From an optimization exercise on the open Yosys and OpenROAD flow, aimed at small area, a short achievable clock period and few clock cycles per item; shortcuts taken in it are not production practice.
Where RTL was checked, it was by simulation tests only, not by an equivalence proof against the original.
Power and IR drop assume default switching activity.

build 70:
## cpu_top
module cpu_top (
    input  wire         clk,
    input  wire         rst,
    output logic [24:0] dram_addr,
    output logic        dram_write_en,
    output logic [15:0] dram_write_data,
    input  wire  [15:0] dram_read_data,
    output logic [15:0] pc,
    output logic        retire
);
Size in the first run: ~410 flip-flops, about 77 I/O pins, roughly 24000 µm² of cells after synthesis.
export LEC_CHECK = 0
export CAP_MARGIN = 20
export CORE_MARGIN = 2
export CORE_UTILIZATION = 40
export PLACE_DENSITY = 0.6
export SETUP_SLACK_MARGIN = 3.5
export SLEW_MARGIN = 20
create_clock -name core_clock -period 7.5 [get_ports {clk}]
run.sh (not shown) runs the stock make flow with config.mk's settings and CLKGATE_MAP_FILE= SYNTH_SCRIPT=/design/flow/synth_recipe.tcl, a recipe that flattens the netlist after the stock synthesis.
In summary, build 70 completed successfully, with a layout that passed the timing, DRC and antenna checks.
Testbench counts of build 70, summed over its fixed seeds: cycles 54,051, instructions 38,400.
diff inputs: build 70 => build 10
- changing SETUP_SLACK_MARGIN from 3.5 to 3
Results
Delta (build 10 minus build 70): actual slew at the worst max-slew pin has decreased; inserted tap cell count held steady; clock skew went up by 20 ps; number of DRC violations after detailed-routing iteration 0 increased 13%. Build 10 reports its cell at the slowest stage of the critical path as sky130_fd_sc_hd__dfxtp_2 while build 70 reports sky130_fd_sc_hd__a222oi_1. Compared build 10 against build 70; sequential cell area in the final layout within noise. Going from build 70 to build 10, critical path buffer and inverter count lost 1, DRC violation count after routing closely matched the old numbers. The non-clock buffer count of build 10 falls short of that of build 70 by about 10%. As far as worst hold margin is concerned, build 10 and build 70 perform about the same.
What build 29 does differently from build 10 at the input level:
- SETUP_SLACK_MARGIN changed from 3 to 5
==> comparison <==
[compare] base=build 10 new=build 29: length of routed met3 wiring went up by about 30%, cell area power density went down by about 20%, number of buffers and inverters on the critical path went up by 2, reported leakage power went up by 31%.
Inputs modified between build 29 and build 55:
- swapping 5 for 3.8 in SETUP_SLACK_MARGIN
[summary]
- Looking at count of plain and timing-repair buffers, build 55 sits 319 below build 29.
- Build 55 vs. build 29: number of clock buffers in the layout increased about 9%, number of CTS-inserted buffers increased about 2.3%.
- Comparing build 29 and build 55, the lower combined area of the multi-input logic cells is on build 55.
Setup changes, build 55 to build 36
- a change of SETUP_SLACK_MARGIN from 3.8 to 4.5
==> results.txt <==
- Side by side, area growth from synthesis to final layout turned out higher in build 36 than in build 55.
- Number of cells on the worst reg-to-reg path sits higher in build 36 than in build 55.
- The setup slack of build 36 is larger than that of build 55.
- Comparing build 36 against build 55, there is no change at all in number of standard-cell rows in the floorplan.
- Routed wire length, build 55 and build 36: smaller value in build 55
- Clock buffer count came out exactly the same in build 55 and build 36.
- Against build 55, build 36 reports a fraction of power consumed by combinational cells that is higher.

* * *

The RTL this note starts from:
==> flow/design.v <==
`default_nettype none
`default_nettype wire
`default_nettype none
package cpu_pkg;
    typedef logic [16-1:0]  word_t;
    typedef logic [16-1:0]  addr_t;
    typedef logic [25-1:0] dram_addr_t;
    typedef logic [3:0]                  reg_idx_t;
    typedef enum logic [3:0] {
        OP_ADD  = 4'd0,
        OP_SUB  = 4'd1,
        OP_AND  = 4'd2,
        OP_OR   = 4'd3,
        OP_XOR  = 4'd4,
        OP_SHL  = 4'd5,
        OP_SHR  = 4'd6,
        OP_ADDI = 4'd7,
        OP_LDI  = 4'd8,
        OP_LD   = 4'd9,
        OP_ST   = 4'd10,
        OP_BRZ  = 4'd11
    } opcode_e;
    typedef enum logic [2:0] {
        IDLE,
        FETCH_INSTR,
        WAIT_INSTR,
        INSTR_OUT,
        FETCH_DATA,
        WAIT_DATA,
        DATA_OUT
    } seq_state_e;
endpackage
`default_nettype wire
`timescale 1ns/1ps
`default_nettype none
module cpu_top (
    input  wire         clk,
    input  wire         rst,
    output logic [24:0] dram_addr,
    output logic        dram_write_en,
    output logic [15:0] dram_write_data,
    input  wire  [15:0] dram_read_data,
    output logic [15:0] pc,
    output logic        retire
);
    logic [15:0] regs [16];
    logic [15:0] rv;                  
    logic [15:0] zf;                  
    logic [15:0] fa;                  
    logic        f0, f1, f2;          
    logic        lq0, lq1, lq2;       
    logic [3:0]  lq0_rd, lq1_rd, lq2_rd;
    logic        ev;                  
    logic        ei;                  
    logic        e_add, e_sub, e_and, e_or, e_xor, e_shl, e_shr, e_passb;
    logic        e_ld, e_st, e_br, e_wr;
    logic [3:0]  e_rd;
    logic [15:0] e_a, e_b, e_tgt;
    logic        e_z;
    logic [15:0] e_res;
    logic        e_wen;
    logic        e_mem;
    logic        e_taken;
    logic        a_inmap;
    logic        st_wen;
    logic [15:0] st_diff;
    logic        smc_hit;
    logic        flush;
    logic [15:0] pc1;
    logic [15:0] e_sum;
    logic [15:0] e_shl_r, e_shr_r;
    assign e_sum   = e_a + (e_sub ? ~e_b : e_b) + {15'd0, e_sub};
    assign e_shl_r = e_a << e_b[3:0];
    assign e_shr_r = e_a >> e_b[3:0];
    assign e_res = ({16{e_add | e_sub}} & e_sum)          |
                   ({16{e_and}}         & (e_a & e_b))    |
                   ({16{e_or}}          & (e_a | e_b))    |
                   ({16{e_xor}}         & (e_a ^ e_b))    |
                   ({16{e_shl}}         & e_shl_r)        |
                   ({16{e_shr}}         & e_shr_r)        |
                   ({16{e_passb}}       & e_b);
    assign e_wen   = (ev && e_wr) || ei;
    assign e_mem   = ev && (e_ld || e_st);
    assign e_taken = ev && e_br && e_z;
    assign a_inmap = (e_a[15:11] != 5'b11111);
    assign st_wen  = ev && e_st && a_inmap;
    assign pc1     = pc + 16'd1;
    assign st_diff = e_a - pc;
    assign smc_hit = ((st_diff[15:2] == 14'd0) && (st_diff[1:0] != 2'd0)) ||
                     ((e_a == 16'h0000) && (pc >= 16'hF7FC));
    assign flush   = st_wen && smc_hit;
    logic [15:0] faddr;
    logic [15:0] paddr;
    logic        issue;
    assign faddr = e_taken ? e_tgt : fa;
    assign paddr = e_mem ? e_a : faddr;
    assign issue = !e_mem;
    assign dram_addr       = {9'd0, (paddr[15:11] == 5'b11111) ? 16'h0000 : paddr};
    assign dram_write_en   = st_wen;
    assign dram_write_data = e_b;
    assign retire          = ev;
    logic [15:0] ins;
    logic [3:0]  d_op, d_rd, d_rs, d_rt;
    logic        d_uses_rs, d_uses_rt, d_br, d_wr;
    logic        haz;
    logic        kill_d;
    logic        go;
    logic        replay;
    logic [15:0] d_addr;
    logic [15:0] ra, rb;
    logic        rz;
    logic        res_zero;
    assign ins  = dram_read_data;
    assign d_op = ins[15:12];
    assign d_rd = ins[11:8];
    assign d_rs = ins[7:4];
    assign d_rt = ins[3:0];
    assign d_uses_rs = (d_op <= 4'd7) || (d_op == 4'd9) || (d_op == 4'd10);
    assign d_uses_rt = (d_op <= 4'd6) || (d_op == 4'd10);
    assign d_br      = (d_op == 4'd11);
    assign d_wr      = (d_op <= 4'd9);
    function automatic logic clash(input logic v, input logic [3:0] r,
                                   input logic urs, input logic urt, input logic ubr,
                                   input logic uwr, input logic [3:0] s, input logic [3:0] t,
                                   input logic [3:0] d);
        clash = v && ((urs && s == r) || (urt && t == r) || ((ubr || uwr) && d == r));
    endfunction
    assign haz = clash(ev && e_ld, e_rd, d_uses_rs, d_uses_rt, d_br, d_wr, d_rs, d_rt, d_rd) ||
                 clash(lq0,        lq0_rd, d_uses_rs, d_uses_rt, d_br, d_wr, d_rs, d_rt, d_rd) ||
                 clash(lq1,        lq1_rd, d_uses_rs, d_uses_rt, d_br, d_wr, d_rs, d_rt, d_rd);
    assign kill_d = e_taken || flush;
    assign go     = f2 && !kill_d && !haz;
    assign replay = f2 && !kill_d && haz;
    assign d_addr = ev ? pc1 : pc;
    assign res_zero = (e_res == 16'h0000);
    logic [15:0] sel_s, sel_t, sel_d;
    logic [15:0] rf_s, rf_t;
    logic        rf_z;
    always_comb begin
        rf_s = 16'h0000;
        rf_t = 16'h0000;
        rf_z = 1'b0;
        for (int i = 0; i < 16; i++) begin
            sel_s[i] = rv[i] && (d_rs == 4'(i));
            sel_t[i] = rv[i] && (d_rt == 4'(i));
            sel_d[i] = (d_rd == 4'(i));
            rf_s = rf_s | ({16{sel_s[i]}} & regs[i]);
            rf_t = rf_t | ({16{sel_t[i]}} & regs[i]);
            rf_z = rf_z | (sel_d[i] && (!rv[i] || zf[i]));
        end
        if (e_wen && e_rd == d_rs) ra = e_res;
        else                       ra = rf_s;
        if (e_wen && e_rd == d_rt) rb = e_res;
        else                       rb = rf_t;
        if (e_wen && e_rd == d_rd) rz = res_zero;
        else                       rz = rf_z;
    end
    always_ff @(posedge clk) begin
        if (!rst) begin
            pc  <= 16'h0000;
            fa  <= 16'h0000;
            f0  <= 1'b0;
            f1  <= 1'b0;
            f2  <= 1'b0;
            lq0 <= 1'b0;
            lq1 <= 1'b0;
            lq2 <= 1'b0;
            ev  <= 1'b0;
            ei  <= 1'b0;
            rv  <= 16'h0000;
        end else begin
            if (ev) pc <= e_taken ? e_tgt : pc1;
            if (e_taken) begin
                f0 <= 1'b1;
                f1 <= 1'b0;
                f2 <= 1'b0;
                fa <= e_tgt + 16'd1;
            end else if (flush || replay) begin
                f0 <= 1'b0;
                f1 <= 1'b0;
                f2 <= 1'b0;
                fa <= d_addr;
            end else begin
                f0 <= issue;
                f1 <= f0;
                f2 <= f1;
                if (issue) fa <= fa + 16'd1;
            end
            lq0 <= ev && e_ld;
            lq1 <= lq0;
            lq2 <= lq1;
            ev <= go;
            ei <= lq2;
            if (e_wen) rv[e_rd] <= 1'b1;
        end
    end
    always_ff @(posedge clk) begin
        lq0_rd <= e_rd;
        lq1_rd <= lq0_rd;
        lq2_rd <= lq1_rd;
        if (e_wen) begin
            regs[e_rd] <= e_res;
            zf[e_rd]   <= res_zero;
        end
        e_add   <= !lq2 && ((d_op == 4'd0) || (d_op == 4'd7));
        e_sub   <= !lq2 && (d_op == 4'd1);
        e_and   <= !lq2 && (d_op == 4'd2);
        e_or    <= !lq2 && (d_op == 4'd3);
        e_xor   <= !lq2 && (d_op == 4'd4);
        e_shl   <= !lq2 && (d_op == 4'd5);
        e_shr   <= !lq2 && (d_op == 4'd6);
        e_passb <= lq2 || (d_op == 4'd8);
        e_ld    <= (d_op == 4'd9);
        e_st    <= (d_op == 4'd10);
        e_br    <= d_br;
        e_wr    <= (d_op <= 4'd8);
        e_rd    <= lq2 ? lq2_rd : d_rd;
        e_a     <= ra;
        if (lq2)                 e_b <= dram_read_data;
        else if (d_op == 4'd7)   e_b <= {{12{ins[3]}}, ins[3:0]};
        else if (d_op == 4'd8)   e_b <= {8'h00, ins[7:0]};
        else                     e_b <= rb;
        e_z     <= rz;
        e_tgt   <= d_addr + 16'd1 + {{8{ins[7]}}, ins[7:0]};
    end
endmodule
`default_nettype wire
Settings: LEC_CHECK=0, ABC_CLOCK_PERIOD_IN_PS=3000, CAP_MARGIN=20, CORE_MARGIN=2, CORE_UTILIZATION=40, PLACE_DENSITY=0.6, SETUP_SLACK_MARGIN=4.5, SLEW_MARGIN=20; clock period 7.5 ns.
Edit:
Settings changed: ABC_CLOCK_PERIOD_IN_PS 3000 to default, SETUP_SLACK_MARGIN 4.5 to 3.0.
Outcome: The new run completed with no timing, DRC or antenna violations. Worst setup slack is worse by 510 ps. Count of clock-buffer cells in the layout goes down by 4. Fmax goes down by 12%. Routed wire length goes down by 7.5%. Die area is unchanged. Cell area goes down by 11%. Total power goes down by 3.2%. Combinational power goes down by 20%. Clock power goes down by about 4%. Clock skew goes down by 13 ps. Utilization goes down by 5.9 points.
Edit:
Settings changed: SETUP_SLACK_MARGIN 3.0 to 4.5.
Outcome:
- final area is higher by 13%
- synthesized cell count is unchanged
- sequential share of layout area shrinks by 4.1 points
- routed wire length rose by 8.1%
- clock skew came out higher by 13 ps
- setup slack is better by 510 ps
- count of clock-buffer cells in the layout rose by 4
- worst hold slack barely changes
- first-iteration DRC count increases by 9.4%
- via count rose by 5.2%
- die area does not change
Edit:
Settings changed: SETUP_SLACK_MARGIN 4.5 to default.
Global-route usage decreases by 1.6 points.
Total power decreases by 3.5%.
Sequential cell count does not change.
Core utilization decreases by 6.5 points.
Final cell count decreases by 5.5%.
Clock power decreases by about 3%.
Via count decreases by 5.8%.
Routed wire length decreases by 7.4%.
Maximum frequency decreases by 28%.
Synthesized cell count does not change.
No functional check of the RTL was part of any run of this note.

* * *

Setup of run 1:
Another version of the RTL of cpu_top (not shown whole).
Size: about 2300 cells after synthesis, roughly 390 flip-flops, about 77 I/O pins, roughly 0.023 mm² of cells after synthesis.
export LEC_CHECK = 0
export CAP_MARGIN = 20
export CORE_MARGIN = 2
export CORE_UTILIZATION = 40
export PLACE_DENSITY = 0.6
export SETUP_SLACK_MARGIN = 4.1
export SLEW_MARGIN = 20
create_clock -name core_clock -period 7.5 [get_ports {clk}]
standard.sh (not shown) runs the stock make flow with config.mk's settings and CLKGATE_MAP_FILE= SYNTH_SCRIPT=/design/flow/synth_recipe.tcl, a recipe that flattens the netlist after the stock synthesis.
==> flow/flow/run.sh <==
#!/bin/bash
# The standard layout (standard.sh: ORFS from synthesis to the final
# layout), with one change: the ports get a plain buffer instead of the delay
# cells buffer_ports picks by default. Repair still sizes the buffers on
# critical ports up. ORFS writes each step's full log under orfs/logs/; the
# output of make goes to standard.log here.
set -o pipefail
export BUFFER_PORTS_ARGS="-buffer_cell sky130_fd_sc_hd__buf_2"
bash standard.sh > standard.log 2>&1
Testbench counts of run 1, summed over its fixed seeds: cycles 52,560, instructions 38,400.
For run 2, these inputs were changed with respect to run 1:
- changing SETUP_SLACK_MARGIN from 4.1 to 3.8
==> flow/run.sh (new file) <==
#!/bin/bash
# synth_recipe.tcl (not shown) runs the flow's synth.tcl, then flattens the netlist and writes it again
# the make line also repeats each setting of config.mk as NAME=value (left out here)
make -C /OpenROAD-flow-scripts/flow DESIGN_CONFIG=/design/flow/config.mk WORK_HOME=/design/flow/orfs CLKGATE_MAP_FILE= SYNTH_SCRIPT=/design/flow/synth_recipe.tcl finish
removed: flow/flow/run.sh
removed: flow/standard.sh
### Flow results
Taking run 1 as the reference, in run 2 final instance area lower; endpoint required time on the critical path shows a reduction of 1.95 ns; post-layout total power lower; final critical-path share of the clock period now sits higher. Between run 2 and run 1, it is run 2 whose iteration count of the initial detailed-routing pass is higher, by 1. Comparing run 1 and run 2, the lower shortest period the worst path allows was measured on run 1. Diff run 1 -> run 2: via count of the first global-routing pass has decreased; first-iteration DRC count has decreased; worst vdd rail ir drop has decreased. Going from run 1 to run 2, total routed wirelength now smaller, share of final layout cell area taken by non-clock buffers now larger.
## Diff of input files: run 3 against run 2
- SETUP_SLACK_MARGIN: 3.8 -> 4.4
==> flow/flow/run.sh (new file) <==
#!/bin/bash
# The standard layout (standard.sh: ORFS from synthesis to the final
# layout), with one change: the ports get a plain buffer instead of the delay
# cells buffer_ports picks by default. Repair still sizes the buffers on
# critical ports up. ORFS writes each step's full log under orfs/logs/; the
# output of make goes to standard.log here.
set -o pipefail
export BUFFER_PORTS_ARGS="-buffer_cell sky130_fd_sc_hd__buf_2"
bash standard.sh > standard.log 2>&1
==> flow/standard.sh (new file) <==
#!/bin/bash
# synth_recipe.tcl (not shown) runs the flow's synth.tcl, then flattens the netlist and writes it again
# the make line also repeats each setting of config.mk as NAME=value (left out here)
make -C /OpenROAD-flow-scripts/flow DESIGN_CONFIG=/design/flow/config.mk WORK_HOME=/design/flow/orfs CLKGATE_MAP_FILE= SYNTH_SCRIPT=/design/flow/synth_recipe.tcl "${@:-finish}"
removed: flow/run.sh
Notes after the runs:
- Run 3 vs run 2: growth of design area from synthesis to finish up in run 3
- Summary of run 3 over run 2: smallest setup slack after layout increased 0.32 ns, total number of cells along the worst setup path increased 12, worst-case headroom to the max-slew limit increased 2.6 points, number of gates resized after CTS increased 184.
- Looking at critical path data required time, run 3 sits 1.97 ns above run 2.
- Taking run 3 over run 2, the number of global-route vias before repair ratio works out to 1.06.
Relative to run 3, the following input files were edited for run 4:
- CORE_UTILIZATION: 40 -> 50
- SETUP_SLACK_MARGIN: 4.4 -> 4.1
- PLACE_DENSITY: 0.6 -> 0.7
Findings:
Taking run 3 as the reference, in run 4 minimum period implied by the final worst setup slack moved up; first-iteration DRC count moved up.
The clock-buffer cell count reported for run 4 is smaller than that of run 3 by 4.
Uppermost metal layer occupied by signal nets: met5 -> run 4, met4 -> run 3
Comparing run 4 and run 3, the higher antenna diode count was measured on run 4.
Diff run 3 -> run 4 | number of tap cells inserted | down by more than 10%
Run 4 vs run 3, end point of the critical path: st_wen$_SDFF_PN0_ vs s_fa$_SDFF_PN1_
Hold slack: run 4 vs run 3 down 0.0049 ns
What run 5 does differently from run 4 at the input level:
- changing SETUP_SLACK_MARGIN from 4.1 to 3.8
- changing CORE_UTILIZATION from 50 to 40
- changing PLACE_DENSITY from 0.7 to 0.6
[compare] base=run 4 new=run 5: final wirelength grew by 2.1%; combinational gate power shrank by 13%; sequential share of power grew by 0.8 points; clock skew grew by 0.0043 ns. Against run 4 as the reference, run 5 delivers a lower met3 routed wirelength. Summary — via count of the first global-routing pass, run 5 relative to run 4: lower, by 3.6%. The run with more setup slack is run 4; run 5 has less. Run 5 against run 4: relative area change from synthesis to final layout decreased by 3.7 points relative to the old numbers, initial DRC count decreased by 871 relative to the old numbers. Lower arrival time reported for the critical path endpoint among run 4 and run 5: run 4.
Setup changes, run 5 to run 6
- SETUP_SLACK_MARGIN changed from 3.8 to 4.1
==> flow/run.sh (new file) <==
#!/bin/bash
# synth_recipe.tcl (not shown) runs the flow's synth.tcl, then flattens the netlist and writes it again
# the make line also repeats each setting of config.mk as NAME=value (left out here)
make -C /OpenROAD-flow-scripts/flow DESIGN_CONFIG=/design/flow/config.mk WORK_HOME=/design/flow/orfs CLKGATE_MAP_FILE= SYNTH_SCRIPT=/design/flow/synth_recipe.tcl finish
removed: flow/flow/run.sh
removed: flow/standard.sh
Findings:
- Horizontal die dimension across run 5 and run 6: no real change.
- Run 6 against run 5: clock group share of total power rose by 0.9 points; first-iteration DRC count rose by about 15%; worst setup slack after layout rose by 0.23 ns; clock-cell share of area stayed essentially flat; share of the clock period used by the worst path after layout fell by 3.1 points.
- The higher count of clock buffers in the final design came out of run 6.
- In summary, run 6 completed successfully, with a layout that passed the timing, DRC and antenna checks.
- Re mean instance size in the synthesized netlist: no difference whatsoever between run 6 and run 5.
- In run 6 relative to run 5, non-clock buffer count had gone up by more than 10%.
- Compared with run 5, run 6 instantiates a larger number of standard cells.
- Est. power | run 6 vs run 5 | run 6 higher

[what the ideal ports hide]
No port has a modelled driver above. Below, the same layouts with a new extraction and two added sets of constraints.
Step 1, drivers: a clkbuf_16 drives clk and a buf_2 each remaining input, both assumed.
Step 2 moves the port delays by t, midway between the first and last clock arrival at a register: inputs arrive t later, outputs are due t later. That takes back most of the time a late clock gives input paths.
Slacks: no drivers / after step 1 / after step 2; pairs: no drivers / after step 1.
run | t (ns) | setup WS [ns] | latest minus earliest clock arrival (ns) | worst register clock-pin slew, ns | cell pins on the clock port's net
build 70 | 0.647 | 3.524 / 3.460 / 3.069 | 0.017 / 0.018 | 0.07 / 0.07 | 1
build 10 | 0.641 | 3.129 / 3.090 / 2.585 | 0.037 / 0.037 | 0.07 / 0.07 | 1
build 29 | 0.640 | 3.627 / 3.563 / 3.506 | 0.031 / 0.030 | 0.07 / 0.07 | 1
build 55 | 0.637 | 3.664 / 3.601 / 3.242 | 0.063 / 0.063 | 0.07 / 0.07 | 1
build 36 | 0.643 | 3.708 / 3.641 / 3.595 | 0.064 / 0.065 | 0.07 / 0.07 | 1
the first run of note 2 | 0.649 | 3.578 / 3.578 / 3.528 | 0.049 / 0.049 | 0.07 / 0.07 | 1
the second run of note 2 | 0.659 | 3.064 / 3.064 / 2.473 | 0.035 / 0.035 | 0.07 / 0.07 | 1
the third run of note 2 | 0.649 | 3.578 / 3.578 / 3.528 | 0.049 / 0.049 | 0.07 / 0.07 | 1
the fourth run of note 2 | 0.657 | 2.032 / 1.969 / 2.252 | 0.027 / 0.027 | 0.07 / 0.07 | 1
run 1 | 0.628 | 4.103 / 4.114 / 3.486 | 0.025 / 0.026 | 0.07 / 0.07 | 1
run 2 | 0.645 | 3.812 / 3.751 / 3.202 | 0.045 / 0.045 | 0.07 / 0.07 | 1
run 3 | 0.635 | 4.131 / 4.127 / 3.509 | 0.030 / 0.030 | 0.07 / 0.07 | 1
run 4 | 0.631 | 4.119 / 4.077 / 3.520 | 0.028 / 0.028 | 0.07 / 0.07 | 1
run 5 | 0.643 | 3.854 / 3.819 / 3.177 | 0.031 / 0.031 | 0.07 / 0.07 | 1
run 6 | 0.639 | 4.083 / 4.095 / 3.476 | 0.059 / 0.058 | 0.07 / 0.07 | 1
After both steps setup and hold are still met in every run listed. For run 5, which loses most, drivers alone change the setup slack by -0.035 ns; drivers and shift together by -0.677 ns.
